This design comes from an exercise in tuning for small area on the open sky130 flow, not from production work.
Only simulation tests tie the RTL to the original design; equivalence was not proved.
Power figures rest on the tool's default switching activity, not on a simulated workload. The clock port is modelled as an ideal driver; clocking choices that lean on that would not hold on a real chip.

==> design.v <==
`timescale 1ns/1ps
module pipeCpu (
    input  logic        clk,
    input  logic        rstN,
    output logic [31:0] pc,
    input  logic [31:0] inst,
    output logic [31:0] dataAddress,
    output logic [31:0] writeMemData,
    output logic        memRead,
    output logic        memWrite,
    input  logic [31:0] readMemData
);
    logic [2:0]  ph;         
    logic        p2;         
    logic [31:2] pcR;
    logic [27:0] aR;         
    logic [27:0] bR;         
    logic        aluC;
    logic        pcC;
    logic        flag;       
    logic [5:0] op;
    logic [5:0] fn;
    logic [4:0] rs;
    logic [4:0] rt;
    logic [4:0] rd;
    assign op = inst[31:26];
    assign fn = inst[5:0];
    assign rs = inst[25:21];
    assign rt = inst[20:16];
    assign rd = inst[15:11];
    logic isR, rAdd, rSub, rAnd, rOr, rSlt;
    logic iAddiu, iOri, iLui, iLw, iSw, iBeq, iBne, iJ, isBr;
    assign isR    = (op == 6'h00);
    assign rAdd   = isR && (fn == 6'h21);
    assign rSub   = isR && (fn == 6'h23);
    assign rAnd   = isR && (fn == 6'h24);
    assign rOr    = isR && (fn == 6'h25);
    assign rSlt   = isR && (fn == 6'h2a);
    assign iAddiu = (op == 6'h09);
    assign iOri   = (op == 6'h0d);
    assign iLui   = (op == 6'h0f);
    assign iLw    = (op == 6'h23);
    assign iSw    = (op == 6'h2b);
    assign iBeq   = (op == 6'h04);
    assign iBne   = (op == 6'h05);
    assign iJ     = (op == 6'h02);
    assign isBr   = iBeq || iBne;
    logic twoPass;
    logic ph0;
    logic ph7;
    logic last;
    assign twoPass = rSlt || iLw || iSw || isBr;
    assign ph0     = (ph == 3'd0);
    assign ph7     = (ph == 3'd7);
    assign last    = ph7 && (p2 || !twoPass);
    logic [31:0] rf [1:31];
    logic [31:0][3:0] bot;
    assign bot[0] = 4'd0;
    genvar g;
    generate
        for (g = 1; g < 32; g++) begin : gBot
            assign bot[g] = rf[g][3:0];
        end
    endgenerate
    logic [3:0] rd1;
    logic [3:0] rd2;
    always_comb begin
        rd1 = 4'd0;
        rd2 = 4'd0;
        for (int r = 1; r < 32; r++) begin
            rd1 = rd1 | (bot[r] & {4{rs == r[4:0]}});
            rd2 = rd2 | (bot[r] & {4{rt == r[4:0]}});
        end
    end
    logic       we;
    logic [4:0] wreg;
    logic [3:0] wdata;
    generate
        for (g = 1; g < 32; g++) begin : gReg
            always_ff @(posedge clk) begin
                rf[g] <= {(we && wreg == g) ? wdata : rf[g][3:0], rf[g][31:4]};
            end
        end
    endgenerate
    logic [3:0] iDig;
    logic [3:0] aOp;
    logic [3:0] bSrc;
    logic [3:0] bOp;
    logic       sub;
    logic       cin;
    logic [4:0] sum;
    logic [3:0] alu;
    logic       lt;
    logic [2:0] dIdx;
    logic [3:0] instDig;
    logic [1:0] ePrev;
    assign dIdx    = {ph[2] && !iLui, ph[1:0]};
    assign instDig = inst[{dIdx, 2'b00} +: 4];
    always_comb begin
        if (iLui)                iDig = ph[2] ? instDig : 4'd0;
        else if (iJ || !ph[2])   iDig = instDig;
        else if (iOri)           iDig = 4'd0;
        else                     iDig = {4{inst[15]}};
    end
    assign aOp  = iLui ? 4'd0 : rd1;
    assign bSrc = isR ? rd2 : iDig;
    assign sub  = rSub || rSlt;
    assign bOp  = sub ? ~bSrc : bSrc;
    assign cin  = ph0 ? sub : aluC;
    assign sum  = {1'b0, aOp} + {1'b0, bOp} + {4'd0, cin};
    assign lt   = (aOp[3] ^ bSrc[3]) ? aOp[3] : sum[3];
    always_comb begin
        if (rAnd)                    alu = aOp & bOp;
        else if (rOr || iOri || iLui) alu = aOp | bOp;
        else                         alu = sum[3:0];
    end
    assign memRead  = iLw && !p2 && ph7;
    assign memWrite = iSw && !p2 && ph7;
    assign wreg = isR ? rd : rt;
    always_comb begin
        if (!p2) begin
            we    = rAdd || rSub || rAnd || rOr || rSlt || iAddiu || iOri || iLui || (iLw && ph7);
            if (iLw)       wdata = readMemData[31:28];
            else if (rSlt) wdata = 4'd0;
            else           wdata = alu;
        end else begin
            we    = (iLw && !ph7) || (rSlt && ph0);
            wdata = rSlt ? {3'd0, flag} : aR[3:0];
        end
    end
    logic [3:0]  xDig;
    logic [3:0]  pcDig;
    logic [31:0] pcFull;
    logic        taken;
    logic [3:0]  xOp;
    logic [4:0]  pcSum;
    logic [3:0]  bIn;
    logic [31:0] bNext;
    assign xDig   = {iDig[1:0], ph0 ? 2'b00 : ePrev};
    assign pcFull = {pcR, 2'b11};
    assign pcDig  = pcFull[{ph, 2'b00} +: 4];
    assign taken  = iBeq ? flag : !flag;
    assign xOp    = (isBr && p2 && taken) ? xDig : 4'd0;
    assign pcSum  = {1'b0, pcDig} + {1'b0, xOp} + {4'd0, ph0 | pcC};
    always_comb begin
        if ((iSw || iLw) && !p2) bIn = alu;
        else if (iJ && !ph7)     bIn = xDig;
        else                  bIn = pcSum[3:0];
    end
    assign bNext = {bIn, bR};
    always_ff @(posedge clk or negedge rstN) begin
        if (!rstN) begin
            ph  <= 3'd0;
            p2  <= 1'b0;
        end else begin
            ph <= ph + 3'd1;
            if (ph7) p2 <= twoPass && !p2;
        end
    end
    always_ff @(posedge clk) begin
        if (!rstN)     pcR <= '0;
        else if (last) pcR <= bNext[31:2];
    end
    always_ff @(posedge clk) begin
        aluC <= sum[4];
        pcC  <= pcSum[4];
        bR   <= bNext[31:4];
        ePrev <= iDig[3:2];
        aR   <= {(iSw && !p2) ? rd2 : 4'd0, aR[27:4]} | (memRead ? readMemData[27:0] : 28'd0);
        if (!p2) begin
            if (isBr)     flag <= (ph0 || flag) && (rd1 == rd2);
            else if (ph7) flag <= lt;
        end
    end
    assign pc           = {pcR, 2'b00};
    assign dataAddress  = {alu, bR};
    assign writeMemData = {rd2, aR};
endmodule
==> flow/run.sh <==
#!/bin/bash
set -euo pipefail
W=$PWD
{
  printf 'proc abc {args} {\n'
  printf '  set i [lsearch $args -script]\n'
  printf '  if {$i >= 0} { set args [lreplace $args [expr {$i+1}] [expr {$i+1}] %s] }\n' "$W/flow/area.abc"
  printf '  yosys abc {*}$args\n'
  printf '}\n'
  cat synth_recipe.tcl
} > flow_synth.tcl
grep -q 'SYNTH_SCRIPT=' standard.sh
sed "s#SYNTH_SCRIPT=[^ ]*#SYNTH_SCRIPT=$W/flow_synth.tcl#" standard.sh > flow_standard.sh
export BUFFER_PORTS_ARGS="-buffer_cell sky130_fd_sc_hd__buf_1"
export CTS_ARGS="-sink_clustering_enable -repair_clock_nets -sink_clustering_size 34 -sink_clustering_max_diameter 80 -buf_list sky130_fd_sc_hd__clkbuf_16 -root_buf sky130_fd_sc_hd__clkbuf_8 -tree_buf sky130_fd_sc_hd__clkbuf_8 -dont_use_dummy_load"
bash flow_standard.sh > flow_make.log 2>&1
==> flow/area.abc <==
&get -n
&st
&dch
&nf -R 1000
&st
&dch
&nf -R 1000
&put
topo
stime -c
dnsize -c
==> standard.sh <==
#!/bin/bash
# synth_recipe.tcl (not shown) runs the flow's synth.tcl, then flattens the netlist and writes it again
# the make line also repeats each setting of config.mk as NAME=value (left out here)
make -C /OpenROAD-flow-scripts/flow DESIGN_CONFIG=/design/flow/config.mk WORK_HOME=/design/flow/orfs CLKGATE_MAP_FILE= SYNTH_SCRIPT=/design/flow/synth_recipe.tcl "${@:-finish}"
==> config.mk <==
export PLATFORM = sky130hd
export DESIGN_NAME = pipeCpu
export DESIGN_NICKNAME = pipeCpu
export VERILOG_FILES = /design/flow/design.v
export SDC_FILE = /design/flow/constraint.sdc
export NUM_CORES = 4
export LEC_CHECK = 0
export CAP_MARGIN = 20
export CORE_MARGIN = 2
export CORE_UTILIZATION = 40
export CTS_BUF_LIST = sky130_fd_sc_hd__clkbuf_16
export CTS_CLUSTER_DIAMETER = 100
export CTS_CLUSTER_SIZE = 30
export PLACE_DENSITY = 0.6
export SLEW_MARGIN = 20
==> constraint.sdc <==
create_clock -name core_clock -period 10.0 [get_ports {clk}]
set_input_delay 2.0000 -clock core_clock [delete_from_list [all_inputs] [get_ports {clk}]]
set_output_delay 2.0000 -clock core_clock [all_outputs]
set_load 0.01 [all_outputs]
==> results_dict.tcl, run 1 <==
set metrics [dict create \
    avgSynthCellArea_sq_um 13.56 \
    slew_headroom_pct 27.09 \
    p_clk_share_pct 29.0 \
    synth-seq-cells 1087 \
    grt_usage_pct 21.27 \
    overflow 0 \
    htree_levels 2 \
    rsz0062_at_grt "false" \
    grt_pass1_vias 14670 \
    cts_resized 0 \
    ys_warn_count 2 \
    clk_pin_slew_worst_paths_ns 0.12 \
    ys_seq_area_share_pct 80.55 \
    core_sq_um 67040 \
    setup_ws_ns 1.462 \
    drt_iter0_markers 1377 \
    cp-end-kind "output pin" \
    die_y_um 264.1 \
    finalCritPeriodShare_pct 85.38 \
    cts_setup_buffers 0 \
    dr.pass1.iters 7 \
    area_growth_pct 10.52 \
    netlist_instances 1995 \
    timing.fmax_mhz 117.1 \
    drv_cap 0 \
    hold_violations 0 \
    io_pins 164 \
    p_seq_share_pct 68.7 \
    setup_viol 0 \
    path_max_fanout 28 \
    grt_first_pass_wirelength_um 106000 \
    vias_per_cell 4.935 \
    syn_area_sq_um 27050 \
    cts_sinks 1087 \
    clk_path_buf_depth 3 \
    fin_tns_setup_ns 0 \
    gp_congestion 0.9365 \
    critical_path.startpoint_type "input port" \
    p_switching_w 0.001314 \
    vdd_ir_drop_max_v 0.0001652 \
    io_buffers 161 \
    sw_frac_of_total_pct 20.35 \
    die_w_um 264.1 \
    post_drt_wl_per_cell_um 24.23 \
    seq_area_sq_um 21790 \
    worstSkewPairLatency_ns 0.74 \
    final_cell_mix "dfxtp_1, nand2_1, buf_1" \
    yosysUniqueCellTypes 54 \
    synth_edf_count 1 \
    power_leakage_nw 11.71 \
    antenna_found_initial 3 \
    cts_buffers 42 \
    rows 95 \
    antenna_left 0 \
    worst-endpoint-arrival_ns 6.54 \
    maxSlewViolCount 0 \
    required_ns 8.00 \
    yosysTopAreaCellShare_pct 80.07 \
    worst_pin_slew_ns 1.085 \
    drc 0 \
    synth_flop_cell "dfxtp_1" \
    die-area_sq_um 69730 \
    synth_area_leaders "dfxtp_1, o21ai_0, nand2_1, nor2_1, a22oi_1" \
    combPwrFrac_pct 2.4 \
    grt_max_degree 35 \
    dp_slack_ns 1.505 \
    layout.nets 2300 \
    yosysTopAreaCell "dfxtp_1" \
    nFillCells 6143 \
    hold_class "flop to flop" \
    layout_commonest_cell "dfxtp_1" \
    layout-drive-gt1-share_pct 3.388 \
    vias 15250 \
    final.min_clock_period_ns 8.538 \
    skew_ns 0.1305 \
    async_flop_share_pct 0.3680 \
    dp_hpwl_um 56190 \
    outcome "finished clean" \
    multi_input_area_sq_um 5209 \
    start_util_pct 40.35 \
    cts_tree "built" \
    p_int_w 0.005142 \
    cts-root-buf "clkbuf_8" \
    postCtsHoldBufs 0 \
    drt-total-wl_um 74890 \
    p_per_area_nw_per_um2 215.9 \
    crit_type "input port to output pin" \
]
final timing paths:
path,startpoint,to,slack (ns),cells past startpoint
setup / recovery,inst[20],dataAddress[29],1.46,15
hold / removal,rf[16][14]$_DFF_P_,rf[16][10]$_DFF_P_,0.26,0
setup reg to reg,ph[1]$_DFF_PN0_,rf[8][30]$_DFF_P_,5.03,16
hold reg to reg,rf[16][14]$_DFF_P_,rf[16][10]$_DFF_P_,0.26,0
max in group asynchronous,rstN,ph[2]$_DFF_PN0_,8.41,2
min in group asynchronous,rstN,ph[0]$_DFF_PN0_,1.34,2
state kept, by name (all words and copies together), names as in the netlist:
signal and cells:
aR 28, flag 1, pcR 30, rf 992, p2 1, bR 28, ePrev 2, pcC 1
ph 3, aluC 1
metal layers:
| metal | track usage, % | vias up | part of all wire [%] |
|---|---|---|---|
| met5 | 0 | - | 0.011 |
| met2 | 33.64 | 480 | 45 |
| met3 | 3.290 | 110 | 5.2 |
| met1 | 29.77 | 7440 | 47 |
| met4 | 7.310 | 2 | 3.6 |
| li1 | - | 7222 | - |
power by group through the flow:
stage / Combinational [W] / Clock, W / Sequential (W)
5_1_grt: 0.000164 / 0.00208 / 0.00444
3_5_place_dp: 0.000152 / 0 / 0.00453
3_3_place_gp: 0.000153 / 0 / 0.00453
6_report: 0.000153 / 0.00187 / 0.00443
4_1_cts: 0.000153 / 0.00194 / 0.00443
2_1_floorplan: 0.0000602 / 0 / 0.00451
through the flow:
step / cells / hold WS (ns) / cell area, sq um / util, % / total power, W
finish: 3091 / 0.2557 / 29900 / 44.60 / 0.006455
global route: 3090 / 0.2569 / 29900 / 44.60 / 0.006688
CTS: 3087 / 0.2557 / 29890 / 44.59 / 0.006528
detailed placement: 3045 / 0.3121 / 28900 / 43.10 / 0.004684
global placement: 3045 / 0.3095 / 28900 / 43.10 / 0.004682
floorplan: 1996 / 0.3096 / 27060 / - / 0.004574
final cells by class:
type	instances	share of cell area [%]
clock buffer	42	3.327
timing repair buffer	178	2.448
inverter	19	0.2385
multi-input combinational	888	17.42
antenna	4	0.03348
tap	873	3.653
sequential	1087	72.88
Yosys cell counts (5+ instances only):
| master | count |
|---|---|
| nor4_1 | 7 |
| a22oi_1 | 56 |
| ha_1 | 14 |
| and3_1 | 24 |
| clkinv_1 | 19 |
| mux2i_1 | 5 |
| a222oi_1 | 24 |
| nand2b_1 | 15 |
| a21o_1 | 26 |
| a31oi_1 | 6 |
| nand2_1 | 164 |
| a221oi_1 | 16 |
| nor2b_1 | 18 |
| and2_0 | 10 |
| or3_1 | 11 |
| nor2_1 | 157 |
| nand4_1 | 19 |
| mux4_2 | 12 |
| xnor2_1 | 6 |
| o21ai_0 | 140 |
| dfxtp_1 | 1082 |
| a21oi_1 | 53 |
| nor3_1 | 27 |
| nand3_1 | 17 |
| a22o_1 | 20 |
kinds of logic after synthesis:
kind of cell | after synthesis | share of synthesized area, %
adder cells (fa/ha/maj) | 18 | 0.9435
multiplexers | 19 | 1.267
flip-flops | 1087 | 80.55
other | 1 | 0.01386
XOR/XNOR | 10 | 0.3237
buffers and inverters | 21 | 0.3191
AND/OR/NAND/NOR | 481 | 8.015
AO/OA/AOI/OAI | 358 | 8.570
critical path, stage by stage:
cell and delay, ns:
buf_1 0.71, nor3_1 0.31, a22o_1 0.31, a221oi_1 0.26
nand4_1 0.24, or3_1 0.51, nor2_1 0.12, a21oi_1 0.06
xor2_1 0.32, fa_1 0.28, clkinv_1 0.10, fa_1 0.47
mux2_1 0.30, a21oi_1 0.27, buf_1 0.27
==> run 2, diff against run 1 <==
--- a/flow/run.sh
+++ b/flow/run.sh
@@ -1,4 +1,15 @@
 #!/bin/bash
+# Own flow: the standard ORFS layout (standard.sh) with three changes.
+#  1. Synthesis is the standard flow's own script (synth_recipe.tcl, unchanged), except that
+#     ABC maps the logic with the area-oriented script flow/area.abc instead of
+#     ORFS's delay-oriented one. The flip-flops are mapped by dfflibmap before
+#     ABC runs, so the registers, their names and cells are the standard ones.
+#  2. The port buffers that buffer_ports inserts are the smallest buffer cell.
+#  3. Clock tree: clkbuf_16 leaf buffers for clusters of up to 34 flip-flops
+#     within 80 um, clkbuf_8 for the root and the levels above the leaves,
+#     and no dummy loads.
+# Each tool's output goes to ORFS's own per-step logs under orfs/logs; make's
+# output goes to flow_make.log in this folder.
 set -euo pipefail
 W=$PWD
 {
--- a/config.mk
+++ b/config.mk
@@ -7,9 +7,9 @@
 export LEC_CHECK = 0
 export CAP_MARGIN = 20
 export CORE_MARGIN = 2
-export CORE_UTILIZATION = 40
+export CORE_UTILIZATION = 55
 export CTS_BUF_LIST = sky130_fd_sc_hd__clkbuf_16
 export CTS_CLUSTER_DIAMETER = 100
 export CTS_CLUSTER_SIZE = 30
-export PLACE_DENSITY = 0.6
+export PLACE_DENSITY = 0.7
 export SLEW_MARGIN = 20
==> results_dict.tcl, run 2 <==
set metrics [dict create \
    outcome "finished clean" \
    grt_usage_pct 27.86 \
    maxSlewViolCount 0 \
    worst_pin_slew_ns 1.050 \
    core_sq_um 48750 \
    p_seq_share_pct 69.2 \
    hold_violations 0 \
    crit_chain "buf_1 -> nand2b_1 -> nor3_1 -> a221oi_1 -> nand4_1 -> or3_1 -> nor2_1 -> a21oi_1 -> xor2_1 -> fa_1 -> clkinv_1 -> fa_1 -> mux2_1 -> a21oi_1 -> buf_1" \
    grt_first_pass_wirelength_um 101100 \
    rsz0062_at_grt "false" \
    combPwrFrac_pct 2.3 \
    cts_buffers 40 \
    io_buffers 161 \
    required_ns 8.00 \
    hold_class "flop to flop" \
    final_cell_mix "dfxtp_1, nand2_1, buf_1" \
    r2r_end "rf[3][30]$_DFF_P_" \
    drt-total-wl_um 71280 \
    sw_frac_of_total_pct 20.23 \
    vias 15560 \
    drc 0 \
    cts_sinks 1087 \
    yosys-top-cells-count "dfxtp_1, nand2_1, nor2_1, o21ai_0, a22oi_1" \
    antenna_left 0 \
    drv_cap 0 \
    antenna_found_initial 0 \
    finalCritPeriodShare_pct 84.49 \
    dp_hpwl_um 51980 \
    worstSkewPairLatency_ns 0.70 \
    regMostFlops "rf" \
    regToRegSetupSlack_ns 5.09 \
    max_stage_delay_ns 0.89 \
    async_flop_share_pct 0.3680 \
    largestRegisters "rf: 992 flops, pcR: 30 flops" \
    postCtsHoldBufs 0 \
    ys_seq_area_share_pct 80.55 \
    vias_per_cell 5.411 \
    p_switching_w 0.001296 \
    cts_tree "built" \
    cp_num_buf_inv 3 \
    synth_flop_cell "dfxtp_1" \
    synth_edf_count 1 \
    vdd_ir_drop_max_v 0.0002369 \
    setup_viol 0 \
    yosysTopAreaCell "dfxtp_1" \
    power_leakage_nw 11.68 \
    grt_max_degree 35 \
    layout.nets 2297 \
    slew_headroom_pct 29.33 \
    timing.fmax_mhz 118.4 \
    syn_area_sq_um 27050 \
    crit_type "input port to output pin" \
    rows 81 \
    cts_setup_buffers 0 \
    critPathLaunch "inst[18]" \
    synth_area_leaders "dfxtp_1, o21ai_0, nand2_1, nor2_1, a22oi_1" \
    die_w_um 225.8 \
    die_y_um 225.8 \
    p_clk_share_pct 28.5 \
    cp-end-kind "output pin" \
    critical_path.startpoint_type "input port" \
    min_delay_path_depth 0 \
    skew_ns 0.07620 \
    r2r_start "ph[0]$_DFF_PN0_" \
    die-area_sq_um 50980 \
    io_pins 164 \
    gp_congestion 0.9509 \
    ys_warn_count 2 \
    synth-seq-cells 1087 \
    diodes 0 \
    overflow 0 \
    cts-root-buf "clkbuf_8" \
    dr.pass1.iters 8 \
    critical-path-top-delay-family "simple AND/OR/NAND/NOR gates" \
    start_util_pct 55.50 \
    drt_iter0_markers 1436 \
    yosysTopAreaCellShare_pct 80.07 \
    yosysUniqueCellTypes 54 \
    slowest_stage "nor3_1" \
    avgSynthCellArea_sq_um 13.56 \
    area_growth_pct 9.310 \
    cts_resized 0 \
    fin_tns_setup_ns 0 \
    p_int_w 0.005110 \
    endpoint "dataAddress[29]" \
    clk_pin_slew_worst_paths_ns 0.03 \
    grt_pass1_vias 14950 \
    netlist_instances 1995 \
    yosysMostFrequentCell "dfxtp_1" \
    finish.utilization_pct 60.66 \
    clk_path_buf_depth 3 \
    layout_commonest_cell "dfxtp_1" \
    layout-drive-gt1-share_pct 3.302 \
    largest_reg_flops 992 \
    worst-endpoint-arrival_ns 6.45 \
    htree_levels 2 \
    path_max_fanout 13 \
    final.min_clock_period_ns 8.449 \
    post_drt_wl_per_cell_um 24.79 \
    crit_cells 15 \
    worstRegToRegCells 16 \
    p_per_area_nw_per_um2 216.6 \
]
-- run 2: cell types whose count changed in the layout (fill, tap and decap cells not counted) --
cell and change:
buf_2 +1, buf_1 -1, diode_2 -4, clkbuf_16 -2
buf_4 -1
-- run 2: area by class of cell --
type                            count  area [sq um]
Sequential cell                  1087         21790
Fill cell                        3644         19180
Multi-Input combinational cell    888          5209
Clock buffer                       40         944.7
Tap cell                          664         830.8
Timing Repair Buffer              177         725.7
Inverter                           19         71.32
-- run 2: layer usage --
layer	part of all wire, %	track usage, %	up-vias	wire, um
met5	0	0	-	0
met4	3.3	9.442	0	2387
met3	6.0	4.580	113	4283
met2	46	44.83	537	32830
met1	45	38.45	7697	31780
li1	-	-	7210	-
-- run 2: power groups by stage --
stage	combinational, W	sequential, W	clock (W)
floorplan	0.0000602	0.00451	0
global placement	0.000146	0.00453	0
detailed placement	0.000146	0.00453	0
CTS	0.000147	0.00443	0.00186
global route	0.000158	0.00444	0.00200
finish	0.000149	0.00443	0.00182
-- run 2: how the worst min path moves through the flow --
stage / end / start / slack, ns
after global routing: rf[12][1]$_DFF_P_ / rf[12][5]$_DFF_P_ / 0.32
final: rf[12][1]$_DFF_P_ / rf[12][5]$_DFF_P_ / 0.32
after global placement: rf[20][17]$_DFF_P_ / rf[20][21]$_DFF_P_ / 0.31
after detailed placement: rf[9][24]$_DFF_P_ / rf[9][28]$_DFF_P_ / 0.31
after floorplan: rf[10][0]$_DFF_P_ / rf[10][4]$_DFF_P_ / 0.31
after CTS: rf[12][1]$_DFF_P_ / rf[12][5]$_DFF_P_ / 0.32
-- run 2: kinds of logic after synthesis --
logic type / count (synthesis) / synth area share [%]
flip-flops: 1087 / 80.55
AND/OR/NAND/NOR: 481 / 8.015
AO/OA/AOI/OAI: 358 / 8.570
buffers and inverters: 21 / 0.3191
multiplexers: 19 / 1.267
adder cells (fa/ha/maj): 18 / 0.9435
XOR/XNOR: 10 / 0.3237
other: 1 / 0.01386
-- run 2: metrics by stage --
stage / instances / power [W] / worst slack [ns] / hold slack (ns) / instance area [sq um]
floorplan: 1996 / 0.004574 / 2.847 / 0.3096 / 27060
global placement: 2835 / 0.004673 / 1.544 / 0.3096 / 28630
detailed placement: 2835 / 0.004677 / 1.568 / 0.3121 / 28630
CTS: 2875 / 0.006439 / 1.533 / 0.3202 / 29570
global route: 2875 / 0.006598 / 1.198 / 0.3218 / 29570
finish: 2875 / 0.006406 / 1.551 / 0.3210 / 29570
==> run 3, diff against run 2 <==
--- a/config.mk
+++ b/config.mk
@@ -7,9 +7,9 @@
 export LEC_CHECK = 0
 export CAP_MARGIN = 20
 export CORE_MARGIN = 2
-export CORE_UTILIZATION = 55
+export CORE_UTILIZATION = 40
 export CTS_BUF_LIST = sky130_fd_sc_hd__clkbuf_16
 export CTS_CLUSTER_DIAMETER = 100
 export CTS_CLUSTER_SIZE = 30
-export PLACE_DENSITY = 0.7
+export PLACE_DENSITY = 0.6
 export SLEW_MARGIN = 20
==> results_dict.tcl, run 3 <==
set metrics [dict create \
    outcome "finished clean" \
    area_growth_pct 10.52 \
    dp_hpwl_um 56190 \
    ys_seq_area_share_pct 80.55 \
    cts_setup_buffers 0 \
    htree_levels 2 \
    yosys-top-cells-count "dfxtp_1, nand2_1, nor2_1, o21ai_0, a22oi_1" \
    final_cell_mix "dfxtp_1, nand2_1, buf_1" \
    netlist_instances 1995 \
    syn_area_sq_um 27050 \
    vdd_ir_drop_max_v 0.0001652 \
    worst-endpoint-arrival_ns 6.54 \
    antenna_left 0 \
    cts_sinks 1087 \
    required_ns 8.00 \
    yosysMostFrequentCell "dfxtp_1" \
    p_seq_share_pct 68.7 \
    io_pins 164 \
    stdcell_area_sq_um 29900 \
    hold_class "flop to flop" \
    timing.fmax_mhz 117.1 \
    largestRegisters "rf: 992 flops, pcR: 30 flops" \
    crit_chain "buf_1 -> nor3_1 -> a22o_1 -> a221oi_1 -> nand4_1 -> or3_1 -> nor2_1 -> a21oi_1 -> xor2_1 -> fa_1 -> clkinv_1 -> fa_1 -> mux2_1 -> a21oi_1 -> buf_1" \
    dp_slack_ns 1.505 \
    die_y_um 264.1 \
    drt_iter0_markers 1377 \
    setup_ws_ns 1.462 \
    maxSlewViolCount 0 \
    max_stage_delay_ns 0.71 \
    critical_path.startpoint_type "input port" \
    synth-seq-cells 1087 \
    slowest_stage "buf_1" \
    die_w_um 264.1 \
    cp-end-kind "output pin" \
    largest_reg_flops 992 \
    placed_area_sq_um 28900 \
    r2r_start "ph[1]$_DFF_PN0_" \
    p_per_area_nw_per_um2 215.9 \
    overflow 0 \
    regMostFlops "rf" \
    cts_buffers 42 \
    grt_pass1_vias 14670 \
    clk_path_buf_depth 3 \
    core_sq_um 67040 \
    hold_violations 0 \
    drt-total-wl_um 74890 \
    synth_edf_count 1 \
    post_drt_wl_per_cell_um 24.23 \
    sw_frac_of_total_pct 20.35 \
    power_leakage_nw 11.71 \
    cts_resized 0 \
    p_int_w 0.005142 \
    dr.pass1.iters 7 \
    worstSkewPairLatency_ns 0.74 \
    synth_area_leaders "dfxtp_1, o21ai_0, nand2_1, nor2_1, a22oi_1" \
    drc 0 \
    critPathLaunch "inst[20]" \
    grt_first_pass_wirelength_um 106000 \
    setup_viol 0 \
    yosysTopAreaCellShare_pct 80.07 \
    regToRegSetupSlack_ns 5.03 \
    io_buffers 161 \
    worst_pin_slew_ns 1.085 \
    worstRegToRegCells 16 \
    combPwrFrac_pct 2.4 \
    slew_headroom_pct 27.09 \
    vias 15250 \
    ys_warn_count 2 \
    final.min_clock_period_ns 8.538 \
    layout.nets 2300 \
    yosysUniqueCellTypes 54 \
    r2r_end "rf[8][30]$_DFF_P_" \
    drv_cap 0 \
    die-area_sq_um 69730 \
    rsz0062_at_grt "false" \
    layout-drive-gt1-share_pct 3.388 \
    synth_flop_cell "dfxtp_1" \
    cts-root-buf "clkbuf_8" \
    clk_pin_slew_worst_paths_ns 0.12 \
    antenna_found_initial 3 \
    grt_usage_pct 21.27 \
    skew_ns 0.1305 \
    crit_type "input port to output pin" \
    finalPower_w 0.006455 \
    postCtsHoldBufs 0 \
    vias_per_cell 4.935 \
    p_switching_w 0.001314 \
    grt_max_degree 35 \
    path_max_fanout 28 \
    finalCritPeriodShare_pct 85.38 \
    layout_commonest_cell "dfxtp_1" \
    avgSynthCellArea_sq_um 13.56 \
    endpoint "dataAddress[29]" \
    gp_congestion 0.9365 \
    p_clk_share_pct 29.0 \
    nFillCells 6143 \
    fin_tns_setup_ns 0 \
    start_util_pct 40.35 \
    cts_tree "built" \
    async_flop_share_pct 0.3680 \
    rows 95 \
    yosysTopAreaCell "dfxtp_1" \
]
run 3: cell types whose count changed in the layout (fill, tap and decap cells not counted):
| cell | change |
|---|---|
| clkbuf_16 | +2 |
| buf_2 | -1 |
| buf_4 | +1 |
| buf_1 | +1 |
| diode_2 | +4 |
run 3: stage by stage:
stage	cells	hold slack [ns]	utilization, %
after global routing	3090	0.2569	44.60
after global placement	3045	0.3095	43.10
after CTS	3087	0.2557	44.59
after detailed placement	3045	0.3121	43.10
after floorplan	1996	0.3096	-
final	3091	0.2557	44.60
run 3: worst min path at each step:
stage / endpoint / cells past startpoint / startpoint
floorplan: rf[10][0]$_DFF_P_ / 0 / rf[10][4]$_DFF_P_
global placement: rf[28][9]$_DFF_P_ / 0 / rf[28][13]$_DFF_P_
detailed placement: rf[10][24]$_DFF_P_ / 0 / rf[10][28]$_DFF_P_
CTS: rf[16][10]$_DFF_P_ / 0 / rf[16][14]$_DFF_P_
global route: rf[16][10]$_DFF_P_ / 0 / rf[16][14]$_DFF_P_
finish: rf[16][10]$_DFF_P_ / 0 / rf[16][14]$_DFF_P_
run 3: layout make-up:
class                   instances  area (sq um)  area share [%]
diodes                          4         10.01         0.03348
clock buffers                  42         994.7           3.327
inverters                      19         71.32          0.2385
multi-input cells             888          5209           17.42
flip-flops and latches       1087         21790           72.88
well taps                     873          1092           3.653
repair buffers                178         732.0           2.448
run 3: worst max-delay path: cells and delay by family:
kind / cells / cell delay [ns]
simple gates: 4 / 1.18
buf+inv: 3 / 1.08
compound gates: 4 / 0.90
fa+ha+maj: 2 / 0.75
xor+xnor: 1 / 0.32
mux: 1 / 0.30
run 3: kinds of logic after synthesis:
family	after synthesis	share of synthesized area, %
flip-flops	1087	80.55
AND/OR/NAND/NOR	481	8.015
AO/OA/AOI/OAI	358	8.570
buffers and inverters	21	0.3191
multiplexers	19	1.267
adder cells (fa/ha/maj)	18	0.9435
XOR/XNOR	10	0.3237
other	1	0.01386
run 3: power by group through the flow:
stage / combinational (W) / sequential, W / clock [W]
final: 0.000153 / 0.00443 / 0.00187
after global routing: 0.000164 / 0.00444 / 0.00208
after CTS: 0.000153 / 0.00443 / 0.00194
after floorplan: 0.0000602 / 0.00451 / 0
after detailed placement: 0.000152 / 0.00453 / 0
after global placement: 0.000153 / 0.00453 / 0
run 3: per-layer routing:
metal  up-vias  GRT usage (%)  wire [um]
met4         2          7.310       2686
met1      7440          29.77      34880
met3       110          3.290       3886
met5         -              0          8
li1       7222              -          -
met2       480          33.64      33430
==> run 4, diff against run 3 <==
--- a/flow/run.sh
+++ b/flow/run.sh
@@ -23,5 +23,5 @@
 grep -q 'SYNTH_SCRIPT=' standard.sh
 sed "s#SYNTH_SCRIPT=[^ ]*#SYNTH_SCRIPT=$W/flow_synth.tcl#" standard.sh > flow_standard.sh
 export BUFFER_PORTS_ARGS="-buffer_cell sky130_fd_sc_hd__buf_1"
-export CTS_ARGS="-sink_clustering_enable -repair_clock_nets -sink_clustering_size 34 -sink_clustering_max_diameter 80 -buf_list sky130_fd_sc_hd__clkbuf_16 -root_buf sky130_fd_sc_hd__clkbuf_8 -tree_buf sky130_fd_sc_hd__clkbuf_8 -dont_use_dummy_load"
+export CTS_ARGS="-sink_clustering_enable -repair_clock_nets -sink_clustering_size 34 -sink_clustering_max_diameter 120 -buf_list sky130_fd_sc_hd__clkbuf_16 -root_buf sky130_fd_sc_hd__clkbuf_8 -tree_buf sky130_fd_sc_hd__clkbuf_8 -dont_use_dummy_load"
 bash flow_standard.sh > flow_make.log 2>&1
==> results_dict.tcl, run 4 <==
set metrics [dict create \
    avgSynthCellArea_sq_um 13.56 \
    layout.nets 2296 \
    grt_first_pass_wirelength_um 105600 \
    holdWs_ns 0.2787 \
    worst-endpoint-arrival_ns 6.59 \
    yosys-top-cells-count "dfxtp_1, nand2_1, nor2_1, o21ai_0, a22oi_1" \
    seq_area_sq_um 21790 \
    async_flop_share_pct 0.3680 \
    crit_type "input port to output pin" \
    netlist_instances 1995 \
    drc 0 \
    start_util_pct 40.35 \
    worstRegToRegCells 15 \
    worst_pin_slew_ns 1.110 \
    max_stage_delay_ns 0.94 \
    layout_commonest_cell "dfxtp_1" \
    cts_tree "built" \
    area_growth_pct 10.13 \
    clk_path_buf_depth 3 \
    yosysUniqueCellTypes 54 \
    hold_class "flop to flop" \
    final_cell_mix "dfxtp_1, nand2_1, buf_1" \
    grt_pass1_vias 14650 \
    die-area_sq_um 69730 \
    rsz0062_at_grt "false" \
    nFillCells 6144 \
    r2r_end "rf[31][29]$_DFF_P_" \
    clk_pin_slew_worst_paths_ns 0.12 \
    slew_headroom_pct 25.46 \
    cts_sinks 1087 \
    r2r_start "ph[1]$_DFF_PN0_" \
    fin_tns_setup_ns 0 \
    io_pins 164 \
    required_ns 8.00 \
    timing.fmax_mhz 116.4 \
    vias_per_cell 4.944 \
    synth-seq-cells 1087 \
    cts-root-buf "clkbuf_8" \
    largest_reg_flops 992 \
    worstSkewPairLatency_ns 0.72 \
    finalPower_w 0.006378 \
    min_delay_path_depth 0 \
    overflow 0 \
    holdCritStartpoint "rf[16][14]$_DFF_P_" \
    core_sq_um 67040 \
    grt_usage_pct 21.17 \
    crit_chain "buf_1 -> nand2b_1 -> nor3_1 -> a221oi_1 -> nand4_1 -> or3_1 -> nor2_1 -> a21oi_1 -> xor2_1 -> fa_1 -> clkinv_1 -> fa_1 -> mux2_1 -> a21oi_1 -> buf_1" \
    critical_path.startpoint_type "input port" \
    ys_seq_area_share_pct 80.55 \
    die_w_um 264.1 \
    slowest_stage "nor3_1" \
    dr.pass1.iters 8 \
    postCtsHoldBufs 0 \
    drt-total-wl_um 74750 \
    vias 15250 \
    cts_setup_buffers 0 \
    yosysTopAreaCell "dfxtp_1" \
    finalCritPeriodShare_pct 85.89 \
    layout-drive-gt1-share_pct 3.213 \
    antenna_left 0 \
    gp_congestion 0.9365 \
    drv_cap 0 \
    grt_max_degree 35 \
    outcome "finished clean" \
    regToRegSetupSlack_ns 5.01 \
    power_leakage_nw 11.66 \
    post_drt_wl_per_cell_um 24.23 \
    synth_area_leaders "dfxtp_1, o21ai_0, nand2_1, nor2_1, a22oi_1" \
    skew_ns 0.1028 \
    ys_warn_count 2 \
    htree_levels 2 \
    hold_violations 0 \
    largestRegisters "rf: 992 flops, pcR: 30 flops" \
    yosysMostFrequentCell "dfxtp_1" \
    die_y_um 264.1 \
    maxSlewViolCount 0 \
    cts_resized 0 \
    hold_path_end "rf[16][10]$_DFF_P_" \
    syn_area_sq_um 27050 \
    yosysTopAreaCellShare_pct 80.07 \
    p_per_area_nw_per_um2 214.1 \
    rows 95 \
    cp-end-kind "output pin" \
    setup_viol 0 \
    synth_edf_count 1 \
    drt_iter0_markers 1404 \
    dp_hpwl_um 56190 \
    synth_flop_cell "dfxtp_1" \
    cts_buffers 38 \
    io_buffers 161 \
    vdd_ir_drop_max_v 0.0001649 \
    multi_input_area_sq_um 5209 \
    path_max_fanout 13 \
    antenna_found_initial 3 \
    final.min_clock_period_ns 8.589 \
    regMostFlops "rf" \
]
[run 4: cell types whose count changed in the layout (fill, tap and decap cells not counted), sizes merged]
cell	change
clkbuf	-4
diode	-2
[run 4: layer usage]
layer  vias to the layer above  GRT usage (%)  part of all wire (%)
li1                       7213              -                     -
met1                      7462          29.64                    47
met2                       464          33.51                    45
met3                       112          3.365                   5.1
met4                         2          7.064                   3.3
met5                         -              0                 0.011
[run 4: logic make-up (layout without fill, tap and decap cells)]
family / after synthesis / count (layout) / share of synthesized area (%)
mux: 19 / 19 / 1.267
flops: 1087 / 1087 / 80.55
compound gates: 358 / 358 / 8.570
simple gates: 481 / 481 / 8.015
xor+xnor: 10 / 10 / 0.3237
buf+inv: 21 / 235 / 0.3191
fa+ha+maj: 18 / 18 / 0.9435
other cells: 1 / 4 / 0.01386
[run 4: where the power goes]
group | switching, W | leakage (nW) | internal (W)
Sequential | 0.0000358 | 8.79 | 0.00440
Clock | 0.00115 | 0.443 | 0.000641
Combinational | 0.000115 | 2.43 | 0.0000386
Total | 0.00130 | 11.7 | 0.00508
[run 4: cell type report]
class / count / share of cell area, %
Inverter: 19 / 0.2394
Sequential cell: 1087 / 73.14
Clock buffer: 38 / 3.003
Timing Repair Buffer: 178 / 2.457
Multi-Input combinational cell: 888 / 17.48
Tap cell: 873 / 3.666
Antenna cell: 2 / 0.01680
[run 4: worst max path at each step]
stage / from / endpoint / slack, ns / depth (start not counted)
after detailed placement: inst[18] / dataAddress[29] / 1.50 / 15
final: inst[18] / dataAddress[29] / 1.41 / 15
after global routing: inst[20] / dataAddress[29] / 1.07 / 15
after CTS: inst[20] / dataAddress[29] / 1.48 / 15
after global placement: inst[18] / dataAddress[29] / 1.48 / 15
after floorplan: inst[18] / dataAddress[29] / 2.85 / 14
[run 4: stage by stage]
step                setup WS (ns)  cells  util (%)  area (sq um)
detailed placement          1.505   3045     43.10         28900
global placement            1.482   3045     43.10         28900
CTS                         1.483   3083     44.44         29790
global route                1.075   3084     44.44         29790
floorplan                   2.847   1996         -         27060
finish                      1.411   3085     44.44         29790
[run 4: critical path: cells and delay by family]
kind	cells	cell delay (ns)
adders and majority gates	2	0.75
muxes	1	0.30
xor gates and xnor gates	1	0.34
AOI/OAI and AO/OA	3	0.66
and+or+nand+nor	5	1.73
buffers and inverters	3	0.81
==> run 5, diff against run 4 <==
--- a/config.mk
+++ b/config.mk
@@ -7,9 +7,9 @@
 export LEC_CHECK = 0
 export CAP_MARGIN = 20
 export CORE_MARGIN = 2
-export CORE_UTILIZATION = 40
+export CORE_UTILIZATION = 60
 export CTS_BUF_LIST = sky130_fd_sc_hd__clkbuf_16
 export CTS_CLUSTER_DIAMETER = 100
 export CTS_CLUSTER_SIZE = 30
-export PLACE_DENSITY = 0.6
+export PLACE_DENSITY = 0.75
 export SLEW_MARGIN = 20
==> results_dict.tcl, run 5 <==
set metrics [dict create \
    synth_simple_gate_area_share_pct 8.015 \
    hold_path_end "rf[28][7]$_DFF_P_" \
    synth_xor_area_share_pct 0.3237 \
    cts_tree "built" \
    netlist_instances 1995 \
    cp-end-kind "output pin" \
    antenna_found_initial 2 \
    clk_path_buf_depth 3 \
    grt_first_pass_wirelength_um 109200 \
    timing.fmax_mhz 118.2 \
    dr.pass1.iters 8 \
    dp_slack_ns 1.630 \
    io_pins 164 \
    synth_top_family_by_area "compound AO/OA/AOI/OAI gates" \
    regMostFlops "rf" \
    layout-drive-gt1-share_pct 3.391 \
    worst_pin_slew_ns 1.250 \
    layout_commonest_cell "dfxtp_1" \
    die_w_um 216.3 \
    yosysTopAreaCell "dfxtp_1" \
    drt_iter0_markers 1696 \
    critical-path-top-delay-family "simple AND/OR/NAND/NOR gates" \
    critical_path.startpoint_type "input port" \
    hold_violations 0 \
    ys_warn_count 2 \
    vias_per_cell 5.725 \
    yosys-top-cells-count "dfxtp_1, nand2_1, nor2_1, o21ai_0, a22oi_1" \
    crit_cells 14 \
    start_util_pct 61.04 \
    die_y_um 216.3 \
    worst-endpoint-arrival_ns 6.46 \
    hold_class "flop to flop" \
    rsz0062_at_grt "false" \
    gp_congestion 1.037 \
    avgSynthCellArea_sq_um 13.56 \
    max_stage_delay_ns 1.15 \
    synth_flop_cell "dfxtp_1" \
    yosysTopAreaCellShare_pct 80.07 \
    r2r_start "ph[0]$_DFF_PN0_" \
    drt-total-wl_um 75590 \
    required_ns 8.00 \
    maxSlewViolCount 0 \
    dpl.cell_count 2767 \
    largestRegisters "rf: 992 flops, pcR: 30 flops" \
    cts_sinks 1087 \
    area_growth_pct 8.824 \
    drc 0 \
    cts_buffers 37 \
    crit_type "input port to output pin" \
    dr_wl_met3_um 5099 \
    dp_hpwl_um 55660 \
    stdcell_area_sq_um 29440 \
    synth_edf_count 1 \
    regToRegSetupSlack_ns 5.08 \
    setup_ws_ns 1.538 \
    synth_area_leaders "dfxtp_1, o21ai_0, nand2_1, nor2_1, a22oi_1" \
    min_delay_path_depth 0 \
    overflow 0 \
    r2r_end "rf[10][30]$_DFF_P_" \
    drv_cap 0 \
    outcome "finished clean" \
    power_leakage_nw 11.67 \
    skew_ns 0.07383 \
    die-area_sq_um 46800 \
    synth_fa_ha_area_share_pct 0.9435 \
    yosysMostFrequentCell "dfxtp_1" \
    clk_pin_slew_worst_paths_ns 0.12 \
    core_sq_um 44320 \
    antenna_left 0 \
    async_flop_share_pct 0.3680 \
    crit_chain "buf_1 -> nor4_1 -> a22oi_1 -> nand4_1 -> or3_1 -> nor2_1 -> a21oi_1 -> xor2_1 -> fa_1 -> clkinv_1 -> fa_1 -> mux2_1 -> a21oi_1 -> buf_1" \
    wl_met1_um 31060 \
    fin_tns_setup_ns 0 \
    wl_met2_um 35860 \
    yosysUniqueCellTypes 54 \
    path_max_fanout 28 \
    cts-root-buf "clkbuf_8" \
    synth_compound_area_share_pct 8.570 \
    vdd_ir_drop_max_v 0.0002332 \
    cts_setup_buffers 0 \
    final.min_clock_period_ns 8.462 \
    grt_max_degree 35 \
    slowest_stage "nor4_1" \
    worstRegToRegCells 16 \
    setup_viol 0 \
    postCtsHoldBufs 0 \
    ys_seq_area_share_pct 80.55 \
    post_drt_wl_per_cell_um 26.95 \
    vias 16060 \
    cts_resized 0 \
    final_cell_mix "dfxtp_1, nand2_1, buf_1" \
    grt_pass1_vias 16170 \
    top_layer_used "met5" \
    final_cells 2805 \
    largest_reg_flops 992 \
    io_buffers 161 \
    rows 77 \
    syn_area_sq_um 27050 \
    synth-seq-cells 1087 \
    placed_area_sq_um 28570 \
    htree_levels 2 \
    slew_headroom_pct 15.91 \
    grt_usage_pct 32.39 \
    p_per_area_nw_per_um2 216.3 \
    finalCritPeriodShare_pct 84.62 \
    layout.nets 2298 \
    cp_num_buf_inv 3 \
    worstSkewPairLatency_ns 0.70 \
    holdWs_ns 0.2773 \
    holdCritStartpoint "rf[28][11]$_DFF_P_" \
    synthMuxAreaShare_pct 1.267 \
]
==> run 5: cell counts after synthesis <==
No cell type changed its count.
==> run 5: routing by layer <==
metal	up-vias	track usage, %
li1	7217	-
met1	7929	42.92
met2	718	52.98
met3	192	5.375
met4	2	14.00
met5	-	0
==> run 5: worst max-delay path by stage <==
stage / start / endpoint
finish: inst[20] / dataAddress[29]
global route: inst[20] / dataAddress[29]
CTS: inst[20] / dataAddress[29]
detailed placement: inst[20] / dataAddress[29]
global placement: inst[25] / dataAddress[29]
floorplan: inst[18] / dataAddress[29]
==> run 5: where the power goes <==
part	total (W)	internal, W	leakage [nW]	switching, W
logic	0.000150	0.0000390	2.45	0.000111
clock network	0.00178	0.000626	0.430	0.00116
registers	0.00444	0.00440	8.79	0.0000392
total	0.00637	0.00506	11.7	0.00131
==> run 5: area by class of cell <==
class                           count  area (sq um)
Inverter                           19         71.32
Clock buffer                       37         869.6
Timing Repair Buffer              181         757.0
Antenna cell                        1         2.502
Sequential cell                  1087         21790
Fill cell                        2952         14880
Tap cell                          592         740.7
Multi-Input combinational cell    888          5209
==> run 5: worst register-to-register path, cell delays in order (launching register included) <==
cell and delay [ns]:
dfrtp_1 0.36, buf_4 0.33, mux4_2 0.61, nand2_1 0.10
a31oi_1 0.08, a21oi_1 0.35, a21oi_1 0.15, xor2_1 0.31
fa_1 0.27, clkinv_1 0.10, fa_1 0.46, xnor2_1 0.15
a21oi_1 0.14, nor2_1 0.11, a222oi_1 0.32, buf_4 0.54
o21ai_0 0.34
==> run 5: kinds of logic after synthesis <==
logic type                 count (synthesis)
DFF                                     1087
xor gates and xnor gates                  10
AOI/OAI and AO/OA                        358
muxes                                     19
and+or+nand+nor                          481
adders and majority gates                 18
other                                      1
buffers and inverters                     21
==> run 5: per-stage QoR <==
step / util (%) / total power, W
detailed placement: 64.46 / 0.004677
finish: 66.43 / 0.006369
global placement: 64.46 / 0.004670
global route: 66.43 / 0.006541
CTS: 66.42 / 0.006390
floorplan: - / 0.004574
==> run 6, diff against run 5 <==
--- a/config.mk
+++ b/config.mk
@@ -7,9 +7,9 @@
 export LEC_CHECK = 0
 export CAP_MARGIN = 20
 export CORE_MARGIN = 2
-export CORE_UTILIZATION = 60
+export CORE_UTILIZATION = 55
 export CTS_BUF_LIST = sky130_fd_sc_hd__clkbuf_16
 export CTS_CLUSTER_DIAMETER = 100
 export CTS_CLUSTER_SIZE = 30
-export PLACE_DENSITY = 0.75
+export PLACE_DENSITY = 0.7
 export SLEW_MARGIN = 20
==> results_dict.tcl, run 6 <==
set metrics [dict create \
    cts_tree "built" \
    yosysMostFrequentCell "dfxtp_1" \
    rows 81 \
    post_drt_wl_per_cell_um 24.94 \
    io_buffers 161 \
    async_flop_share_pct 0.3680 \
    hold_class "flop to flop" \
    layout.nets 2294 \
    grt_max_degree 35 \
    drc 0 \
    rsz0062_at_grt "false" \
    cts_sinks 1087 \
    yosysTopAreaCellShare_pct 80.07 \
    core_sq_um 48750 \
    cts-root-buf "clkbuf_8" \
    r2r_end "rf[15][30]$_DFF_P_" \
    ys_seq_area_share_pct 80.55 \
    antenna_found_initial 0 \
    yosys-top-cells-count "dfxtp_1, nand2_1, nor2_1, o21ai_0, a22oi_1" \
    timing.fmax_mhz 117.0 \
    cts_buffers 37 \
    largest_reg_flops 992 \
    slowest_stage "nor3_1" \
    syn_area_sq_um 27050 \
    vdd_ir_drop_max_v 0.0002145 \
    area_growth_pct 9.042 \
    grt_first_pass_wirelength_um 100800 \
    finalCritPeriodShare_pct 85.51 \
    postCtsHoldBufs 0 \
    worstRegToRegCells 16 \
    cts_resized 0 \
    synth_edf_count 1 \
    die_w_um 225.8 \
    hold_violations 0 \
    regToRegSetupSlack_ns 5.03 \
    nFillCells 3661 \
    dpl.cell_count 2835 \
    clk_pin_slew_worst_paths_ns 0.12 \
    skew_ns 0.03585 \
    fin_tns_setup_ns 0 \
    holdCritStartpoint "rf[2][7]$_DFF_P_" \
    setup_viol 0 \
    slew_headroom_pct 22.26 \
    die-area_sq_um 50980 \
    cp-end-kind "output pin" \
    avgSynthCellArea_sq_um 13.56 \
    crit_type "input port to output pin" \
    yosysTopAreaCell "dfxtp_1" \
    ys_warn_count 2 \
    yosysUniqueCellTypes 54 \
    clk_path_buf_depth 3 \
    dr.pass1.iters 7 \
    final.min_clock_period_ns 8.551 \
    cts_setup_buffers 0 \
    worstSkewPairLatency_ns 0.69 \
    maxSlewViolCount 0 \
    vias_per_cell 5.404 \
    io_pins 164 \
    start_util_pct 55.50 \
    netlist_instances 1995 \
    vias 15530 \
    synth_flop_cell "dfxtp_1" \
    synth-seq-cells 1087 \
    final_cells 2873 \
    die_y_um 225.8 \
    min_delay_path_depth 0 \
    layout-drive-gt1-share_pct 3.170 \
    drt_iter0_markers 1538 \
    dp_hpwl_um 51980 \
    required_ns 8.00 \
    regMostFlops "rf" \
    power_leakage_nw 11.65 \
    drv_cap 0 \
    path_max_fanout 13 \
    synth_area_leaders "dfxtp_1, o21ai_0, nand2_1, nor2_1, a22oi_1" \
    largestRegisters "rf: 992 flops, pcR: 30 flops" \
    antenna_left 0 \
    outcome "finished clean" \
    final_cell_mix "dfxtp_1, nand2_1, buf_1" \
    crit_chain "buf_1 -> nand2b_1 -> nor3_1 -> a221oi_1 -> nand4_1 -> or3_1 -> nor2_1 -> a21oi_1 -> xor2_1 -> fa_1 -> clkinv_1 -> fa_1 -> mux2_1 -> a21oi_1 -> buf_1" \
    gp_congestion 0.9509 \
    grt_usage_pct 27.87 \
    htree_levels 2 \
    max_stage_delay_ns 0.97 \
    grt_pass1_vias 14880 \
    worst-endpoint-arrival_ns 6.55 \
    worst_pin_slew_ns 1.157 \
    layout_commonest_cell "dfxtp_1" \
    p_per_area_nw_per_um2 215.2 \
    r2r_start "ph[0]$_DFF_PN0_" \
    drt-total-wl_um 71640 \
    overflow 0 \
    hold_path_end "rf[2][3]$_DFF_P_" \
    critical_path.startpoint_type "input port" \
]
==> run 6: cell counts after synthesis <==
No cell type changed its count.
==> run 6: final cells by class <==
| class | count | area [sq um] | area share, % |
|---|---|---|---|
| Tap cell | 664 | 830.8 | 2.816 |
| Clock buffer | 37 | 869.6 | 2.948 |
| Inverter | 19 | 71.32 | 0.2418 |
| Multi-Input combinational cell | 888 | 5209 | 17.66 |
| Timing Repair Buffer | 177 | 725.7 | 2.460 |
| Sequential cell | 1087 | 21790 | 73.87 |
| Antenna cell | 1 | 2.502 | 0.008483 |
==> run 6: per-stage QoR <==
| stage | total power [W] | hold WS, ns | utilization, % | area (sq um) | setup slack (ns) |
|---|---|---|---|---|---|
| after global routing | 0.006534 | 0.3308 | 60.51 | 29500 | 1.198 |
| final | 0.006347 | 0.3237 | 60.51 | 29500 | 1.449 |
| after floorplan | 0.004574 | 0.3096 | - | 27060 | 2.847 |
| after CTS | 0.006378 | 0.3279 | 60.51 | 29500 | 1.533 |
| after detailed placement | 0.004677 | 0.3121 | 58.73 | 28630 | 1.568 |
| after global placement | 0.004673 | 0.3096 | 58.72 | 28630 | 1.544 |
==> run 6: critical path, delay by kind of cell <==
| kind | cells | cell delay, ns |
|---|---|---|
| mux | 1 | 0.30 |
| fa+ha+maj | 2 | 0.74 |
| xor+xnor | 1 | 0.31 |
| buf+inv | 3 | 0.80 |
| simple gates | 5 | 1.70 |
| compound gates | 3 | 0.70 |
==> run 6: worst max path at each step <==
stage / slack (ns) / from / to
floorplan: 2.85 / inst[18] / dataAddress[29]
global placement: 1.54 / inst[18] / dataAddress[29]
detailed placement: 1.57 / inst[18] / dataAddress[29]
CTS: 1.53 / inst[18] / dataAddress[29]
global route: 1.20 / inst[18] / dataAddress[29]
finish: 1.45 / inst[18] / dataAddress[29]
==> run 6: logic make-up after synthesis <==
group | count (synthesis) | synth area share [%]
adders and majority gates | 18 | 0.9435
and+or+nand+nor | 481 | 8.015
muxes | 19 | 1.267
buffers and inverters | 21 | 0.3191
xor gates and xnor gates | 10 | 0.3237
other | 1 | 0.01386
DFF | 1087 | 80.55
AOI/OAI and AO/OA | 358 | 8.570
==> run 6: metal layers <==
| layer | track usage [%] | vias up | routed length, um |
|---|---|---|---|
| li1 | - | 7203 | - |
| met1 | 38.12 | 7642 | 31870 |
| met2 | 45.16 | 567 | 33040 |
| met3 | 4.619 | 114 | 4384 |
| met4 | 9.571 | 0 | 2354 |
| met5 | 0 | - | 0 |
==> run 6: power breakdown <==
part | leakage, nW | internal [W] | switching, W
clock | 0.430 | 0.000625 | 0.00114
sequential | 8.79 | 0.00440 | 0.0000370
combinational | 2.42 | 0.0000386 | 0.000111
==> run 7, diff against run 6 <==
--- a/flow/run.sh
+++ b/flow/run.sh
@@ -6,7 +6,7 @@
 #     ABC runs, so the registers, their names and cells are the standard ones.
 #  2. The port buffers that buffer_ports inserts are the smallest buffer cell.
 #  3. Clock tree: clkbuf_16 leaf buffers for clusters of up to 34 flip-flops
-#     within 80 um, clkbuf_8 for the root and the levels above the leaves,
+#     within 120 um, clkbuf_8 for the root and the levels above the leaves,
 #     and no dummy loads.
 # Each tool's output goes to ORFS's own per-step logs under orfs/logs; make's
 # output goes to flow_make.log in this folder.
==> flow/area.abc (replaced) <==
&get -n
&st
&syn2
&dch
&nf -R 1000
&st
&dch
&nf -R 1000
&put
topo
stime -c
dnsize -c
--- a/config.mk
+++ b/config.mk
@@ -7,9 +7,9 @@
 export LEC_CHECK = 0
 export CAP_MARGIN = 20
 export CORE_MARGIN = 2
-export CORE_UTILIZATION = 55
+export CORE_UTILIZATION = 40
 export CTS_BUF_LIST = sky130_fd_sc_hd__clkbuf_16
 export CTS_CLUSTER_DIAMETER = 100
 export CTS_CLUSTER_SIZE = 30
-export PLACE_DENSITY = 0.7
+export PLACE_DENSITY = 0.6
 export SLEW_MARGIN = 20
==> results_dict.tcl, run 7 <==
set metrics [dict create \
    outcome "finished clean" \
    path_max_fanout 19 \
    dp_slack_ns 1.403 \
    ys_warn_count 2 \
    die-area_sq_um 69620 \
    largest_reg_flops 992 \
    hold_class "flop to flop" \
    wl_met1_um 33480 \
    post_drt_wl_per_cell_um 23.80 \
    drt-total-wl_um 73680 \
    synth-seq-cells 1087 \
    power_leakage_nw 11.51 \
    setup_ws_ns 1.258 \
    finalCritPeriodShare_pct 87.42 \
    vias 15270 \
    start_util_pct 40.29 \
    yosys-top-cells-count "dfxtp_1, nand2_1, o21ai_0, nor2_1, a22oi_1" \
    drv_cap 0 \
    regMostFlops "rf" \
    finish.utilization_pct 44.53 \
    cp-end-kind "output pin" \
    async_flop_share_pct 0.3680 \
    clk_pin_slew_worst_paths_ns 0.12 \
    clk_path_buf_depth 3 \
    grt_usage_pct 20.92 \
    htree_levels 2 \
    worst-endpoint-arrival_ns 6.74 \
    top_layer_used "met5" \
    worst_pin_slew_ns 1.107 \
    rsz0062_at_grt "false" \
    placed_area_sq_um 28920 \
    holdCritStartpoint "rf[8][19]$_DFF_P_" \
    avgSynthCellArea_sq_um 13.51 \
    r2r_end "rf[14][30]$_DFF_P_" \
    p_per_area_nw_per_um2 213.6 \
    core_sq_um 67040 \
    yosysTopAreaCell "dfxtp_1" \
    netlist_instances 2000 \
    hold_path_end "rf[8][15]$_DFF_P_" \
    layout-drive-gt1-share_pct 3.604 \
    syn_area_sq_um 27010 \
    yosysMostFrequentCell "dfxtp_1" \
    maxSlewViolCount 0 \
    gp_congestion 0.9253 \
    antenna_left 0 \
    final.min_clock_period_ns 8.742 \
    grt_pass1_vias 14740 \
    worstSkewPairLatency_ns 0.71 \
    antenna_found_initial 4 \
    min_delay_path_depth 0 \
    vdd_ir_drop_max_v 0.0001432 \
    drc 0 \
    dr.pass1.iters 5 \
    rows 95 \
    cts_resized 0 \
    synth_area_leaders "dfxtp_1, o21ai_0, nand2_1, nor2_1, a22oi_1" \
    nFillCells 6071 \
    ys_seq_area_share_pct 80.67 \
    cts_buffers 39 \
    cts_setup_buffers 0 \
    die_y_um 263.9 \
    critical_path.startpoint_type "input port" \
    hold_violations 0 \
    slew_headroom_pct 26.23 \
    crit_type "input port to output pin" \
    synth_edf_count 1 \
    layout_commonest_cell "dfxtp_1" \
    area_growth_pct 10.51 \
    regToRegSetupSlack_ns 4.42 \
    wl_met2_um 33580 \
    required_ns 8.00 \
    dr_wl_met3_um 4432 \
    cts_tree "built" \
    layout.nets 2306 \
    final_cell_mix "dfxtp_1, nand2_1, o21ai_0" \
    fin_tns_setup_ns 0 \
    worstRegToRegCells 17 \
    stdcell_area_sq_um 29850 \
    io_pins 164 \
    grt_first_pass_wirelength_um 104700 \
    yosysTopAreaCellShare_pct 80.19 \
    io_buffers 161 \
    die_w_um 263.9 \
    skew_ns 0.07410 \
    largestRegisters "rf: 992 flops, pcR: 30 flops" \
    overflow 0 \
    timing.fmax_mhz 114.4 \
    cts-root-buf "clkbuf_8" \
    setup_viol 0 \
    grt_max_degree 35 \
    postCtsHoldBufs 0 \
    drt_iter0_markers 1342 \
    vias_per_cell 4.932 \
    r2r_start "rf[23][0]$_DFF_P_" \
    synth_flop_cell "dfxtp_1" \
    dp_hpwl_um 55260 \
    yosysUniqueCellTypes 48 \
    cts_sinks 1087 \
]
==> run 7: changes by cell type after synthesis, moves of 11 or more <==
cell | previous run | this run
nor2b_1 | 18 | 7
nand2_1 | 164 | 190
nor3_1 | 27 | 15
and3_1 | 24 | 5
o21ai_0 | 140 | 163
==> run 7: how the worst max path moves through the flow <==
stage | from | to | slack (ns) | depth (start not counted)
2_1_floorplan | inst[16] | dataAddress[29] | 2.99 | 15
3_3_place_gp | inst[16] | dataAddress[29] | 1.43 | 17
3_5_place_dp | inst[16] | dataAddress[29] | 1.40 | 17
4_1_cts | inst[16] | dataAddress[29] | 1.38 | 17
5_1_grt | inst[16] | dataAddress[29] | 1.04 | 17
6_report | inst[16] | dataAddress[29] | 1.26 | 17
==> run 7: power by group <==
part / leakage [nW] / switching [W] / internal, W
clock: 0.455 / 0.00117 / 0.000659
combinational: 2.27 / 0.000111 / 0.0000374
sequential: 8.79 / 0.0000254 / 0.00438
==> run 7: area by class of cell <==
class / count / area [sq um] / share of cell area, %
Inverter: 18 / 67.56 / 0.2263
Timing Repair Buffer: 182 / 762.0 / 2.553
Tap cell: 873 / 1092 / 3.659
Sequential cell: 1087 / 21790 / 73.00
Multi-Input combinational cell: 894 / 5211 / 17.46
Antenna cell: 3 / 7.507 / 0.02515
Clock buffer: 39 / 919.6 / 3.081
==> run 7: cell families (layout without fill, tap and decap cells) <==
group | after synthesis | after routing | synth area share (%)
AND/OR/NAND/NOR | 462 | 462 | 7.444
adder cells (fa/ha/maj) | 19 | 19 | 0.9820
flip-flops | 1087 | 1087 | 80.67
multiplexers | 21 | 21 | 1.241
XOR/XNOR | 11 | 11 | 0.3567
buffers and inverters | 20 | 239 | 0.3057
AO/OA/AOI/OAI | 379 | 379 | 8.982
other | 1 | 5 | 0.01388
==> run 7: per-stage QoR <==
step	instances	power, W	hold slack (ns)
after floorplan	2001	0.004546	0.3096
after global placement	3054	0.004648	0.3095
after detailed placement	3054	0.004648	0.3121
after CTS	3093	0.006440	0.2700
after global routing	3094	0.006594	0.2684
final	3096	0.006377	0.2604
==> run 7: worst max-delay path, stage by stage <==
cell and delay [ns]:
buf_1 0.74, nand2_1 0.26, nor4b_1 0.94, a22o_1 0.25
a21oi_1 0.06, nand4_1 0.13, or3_1 0.24, mux2i_1 0.14
xor2_1 0.33, fa_1 0.28, clkinv_1 0.11, fa_1 0.49
clkinv_1 0.06, nor2_1 0.04, a211oi_1 0.23, a21o_1 0.20
buf_1 0.22
==> run 7: routing by layer <==
layer | vias up | global-route usage, %
met5 | - | 0
met4 | 4 | 6.189
met3 | 115 | 3.561
met2 | 532 | 34.20
met1 | 7404 | 28.57
li1 | 7216 | -
==> run 8, diff against run 7 <==
==> flow/area.abc (replaced) <==
&get -n
&st
&dch
&nf -R 1000
&st
&dch
&nf -R 1000
&put
topo
stime -c
dnsize -c
==> results_dict.tcl, run 8 <==
set metrics [dict create \
    cts-root-buf "clkbuf_8" \
    area_growth_pct 10.13 \
    seq_area_sq_um 21790 \
    grt_pass1_vias 14650 \
    drt_iter0_markers 1404 \
    cts_resized 0 \
    path_max_fanout 13 \
    cts_tree "built" \
    rows 95 \
    postCtsHoldBufs 0 \
    post_drt_wl_per_cell_um 24.23 \
    final_cells 3085 \
    layout.nets 2296 \
    core_sq_um 67040 \
    r2r_start "ph[1]$_DFF_PN0_" \
    crit_type "input port to output pin" \
    worstSkewPairLatency_ns 0.72 \
    largestRegisters "rf: 992 flops, pcR: 30 flops" \
    layout-drive-gt1-share_pct 3.213 \
    regMostFlops "rf" \
    worstRegToRegCells 15 \
    critPathLaunch "inst[18]" \
    p_int_w 0.005076 \
    nFillCells 6144 \
    hold_violations 0 \
    cts_setup_buffers 0 \
    largest_reg_flops 992 \
    top_layer_used "met5" \
    slew_headroom_pct 25.46 \
    hold_class "flop to flop" \
    cp_num_buf_inv 3 \
    vdd_ir_drop_max_v 0.0001649 \
    setup_viol 0 \
    final_cell_mix "dfxtp_1, nand2_1, buf_1" \
    p_per_area_nw_per_um2 214.1 \
    yosysTopAreaCellShare_pct 80.07 \
    p_switching_w 0.001302 \
    vias 15250 \
    dr_wl_met3_um 3806 \
    r2r_end "rf[31][29]$_DFF_P_" \
    gp_congestion 0.9365 \
    worst_pin_slew_ns 1.110 \
    timing.fmax_mhz 116.4 \
    synth-seq-cells 1087 \
    overflow 0 \
    dr.pass1.iters 8 \
    syn_area_sq_um 27050 \
    slowest_stage "nor3_1" \
    synth_edf_count 1 \
    clk_path_buf_depth 3 \
    endpoint "dataAddress[29]" \
    dp_hpwl_um 56190 \
    p_seq_share_pct 69.5 \
    die_y_um 264.1 \
    grt_first_pass_wirelength_um 105600 \
    drt-total-wl_um 74750 \
    max_stage_delay_ns 0.94 \
    synth_flop_cell "dfxtp_1" \
    finalCritPeriodShare_pct 85.89 \
    dpl.cell_count 3045 \
    die_w_um 264.1 \
    power_leakage_nw 11.66 \
    start_util_pct 40.35 \
    rsz0062_at_grt "false" \
    avgSynthCellArea_sq_um 13.56 \
    die-area_sq_um 69730 \
    yosysMostFrequentCell "dfxtp_1" \
    io_pins 164 \
    yosysUniqueCellTypes 54 \
    antenna_left 0 \
    outcome "finished clean" \
    cts_buffers 38 \
    crit_chain "buf_1 -> nand2b_1 -> nor3_1 -> a221oi_1 -> nand4_1 -> or3_1 -> nor2_1 -> a21oi_1 -> xor2_1 -> fa_1 -> clkinv_1 -> fa_1 -> mux2_1 -> a21oi_1 -> buf_1" \
    maxSlewViolCount 0 \
    final.min_clock_period_ns 8.589 \
    clk_pin_slew_worst_paths_ns 0.12 \
    regToRegSetupSlack_ns 5.01 \
    p_clk_share_pct 28.1 \
    grt_max_degree 35 \
    netlist_instances 1995 \
    required_ns 8.00 \
    grt_usage_pct 21.17 \
    antenna_found_initial 3 \
    skew_ns 0.1028 \
    ys_warn_count 2 \
    async_flop_share_pct 0.3680 \
    critical-path-top-delay-family "simple AND/OR/NAND/NOR gates" \
    holdCritStartpoint "rf[16][14]$_DFF_P_" \
    multi_input_area_sq_um 5209 \
    cts_sinks 1087 \
    combPwrFrac_pct 2.4 \
    yosysTopAreaCell "dfxtp_1" \
    vias_per_cell 4.944 \
    cp-end-kind "output pin" \
    drv_cap 0 \
    yosys-top-cells-count "dfxtp_1, nand2_1, nor2_1, o21ai_0, a22oi_1" \
    wl_met2_um 33480 \
    critical_path.startpoint_type "input port" \
    io_buffers 161 \
    min_delay_path_depth 0 \
    sw_frac_of_total_pct 20.42 \
    drc 0 \
    ys_seq_area_share_pct 80.55 \
    layout_commonest_cell "dfxtp_1" \
    synth_area_leaders "dfxtp_1, o21ai_0, nand2_1, nor2_1, a22oi_1" \
    htree_levels 2 \
    fin_tns_setup_ns 0 \
    crit_cells 15 \
    worst-endpoint-arrival_ns 6.59 \
    wl_met1_um 34990 \
]
==> run 8: changes by cell type after synthesis, sizes merged, moves of 5 or more <==
cell | before | now
a21oi | 45 | 53
a222oi | 16 | 24
a32o | 5 | 0
and3 | 5 | 24
mux2i | 11 | 5
nand2 | 190 | 164
nand3b | 7 | 1
nor2b | 7 | 18
nor3 | 15 | 27
nor4 | 2 | 7
o21ai | 163 | 140
o22ai | 5 | 0
==> run 8: power by group through the flow <==
stage / combinational [W] / sequential, W / clock [W]
finish: 0.000153 / 0.00443 / 0.00179
detailed placement: 0.000152 / 0.00453 / 0
floorplan: 0.0000602 / 0.00451 / 0
global placement: 0.000153 / 0.00453 / 0
CTS: 0.000153 / 0.00443 / 0.00186
global route: 0.000164 / 0.00444 / 0.00200
==> run 8: worst min-delay path by stage <==
stage / endpoint
finish: rf[16][10]$_DFF_P_
global route: rf[16][10]$_DFF_P_
CTS: rf[16][10]$_DFF_P_
detailed placement: rf[10][24]$_DFF_P_
global placement: rf[28][9]$_DFF_P_
floorplan: rf[10][0]$_DFF_P_
==> run 8: final cells by class <==
type	instances	area share (%)
diodes	2	0.01680
clock buffers	38	3.003
flip-flops and latches	1087	73.14
multi-input cells	888	17.48
inverters	19	0.2394
repair buffers	178	2.457
well taps	873	3.666
==> run 8: stage by stage <==
step | hold slack (ns) | utilization [%] | instance area, sq um | worst slack, ns | total power (W)
3_5_place_dp | 0.3121 | 43.10 | 28900 | 1.505 | 0.004684
2_1_floorplan | 0.3096 | - | 27060 | 2.847 | 0.004574
5_1_grt | 0.2781 | 44.44 | 29790 | 1.075 | 0.006601
3_3_place_gp | 0.3095 | 43.10 | 28900 | 1.482 | 0.004682
4_1_cts | 0.2782 | 44.44 | 29790 | 1.483 | 0.006449
6_report | 0.2787 | 44.44 | 29790 | 1.411 | 0.006378
==> run 8: metal layers <==
metal / up-vias / global-route usage, %
li1: 7213 / -
met1: 7462 / 29.64
met2: 464 / 33.51
met3: 112 / 3.365
met4: 2 / 7.064
met5: - / 0
==> run 8: worst register-to-register path, stage by stage (launching register included) <==
cell and delay [ns]:
dfrtp_1 0.64, buf_4 0.34, mux4_2 0.42, nand2_1 0.10
a31oi_1 0.09, a21oi_1 0.41, a21oi_1 0.15, xor2_1 0.34
fa_1 0.29, clkinv_1 0.10, fa_1 0.53, mux2_1 0.12
a21oi_1 0.10, a222oi_1 0.33, buf_4 0.57, o21ai_0 0.34
==> run 8: logic make-up (layout without fill, tap and decap cells) <==
group                    after synthesis  after routing  synth area share [%]
flip-flops                          1087           1087                 80.55
AND/OR/NAND/NOR                      481            481                 8.015
AO/OA/AOI/OAI                        358            358                 8.570
buffers and inverters                 21            235                0.3191
multiplexers                          19             19                 1.267
adder cells (fa/ha/maj)               18             18                0.9435
XOR/XNOR                              10             10                0.3237
other                                  1              4               0.01386

Check on run 8: ideal ports give 1.411 ns setup slack; a clkbuf_16 on the clock port and buf_2 on the inputs give 1.367 ns; moving port delays by the midpoint clock arrival (0.719 ns) as well gives 1.367 ns.
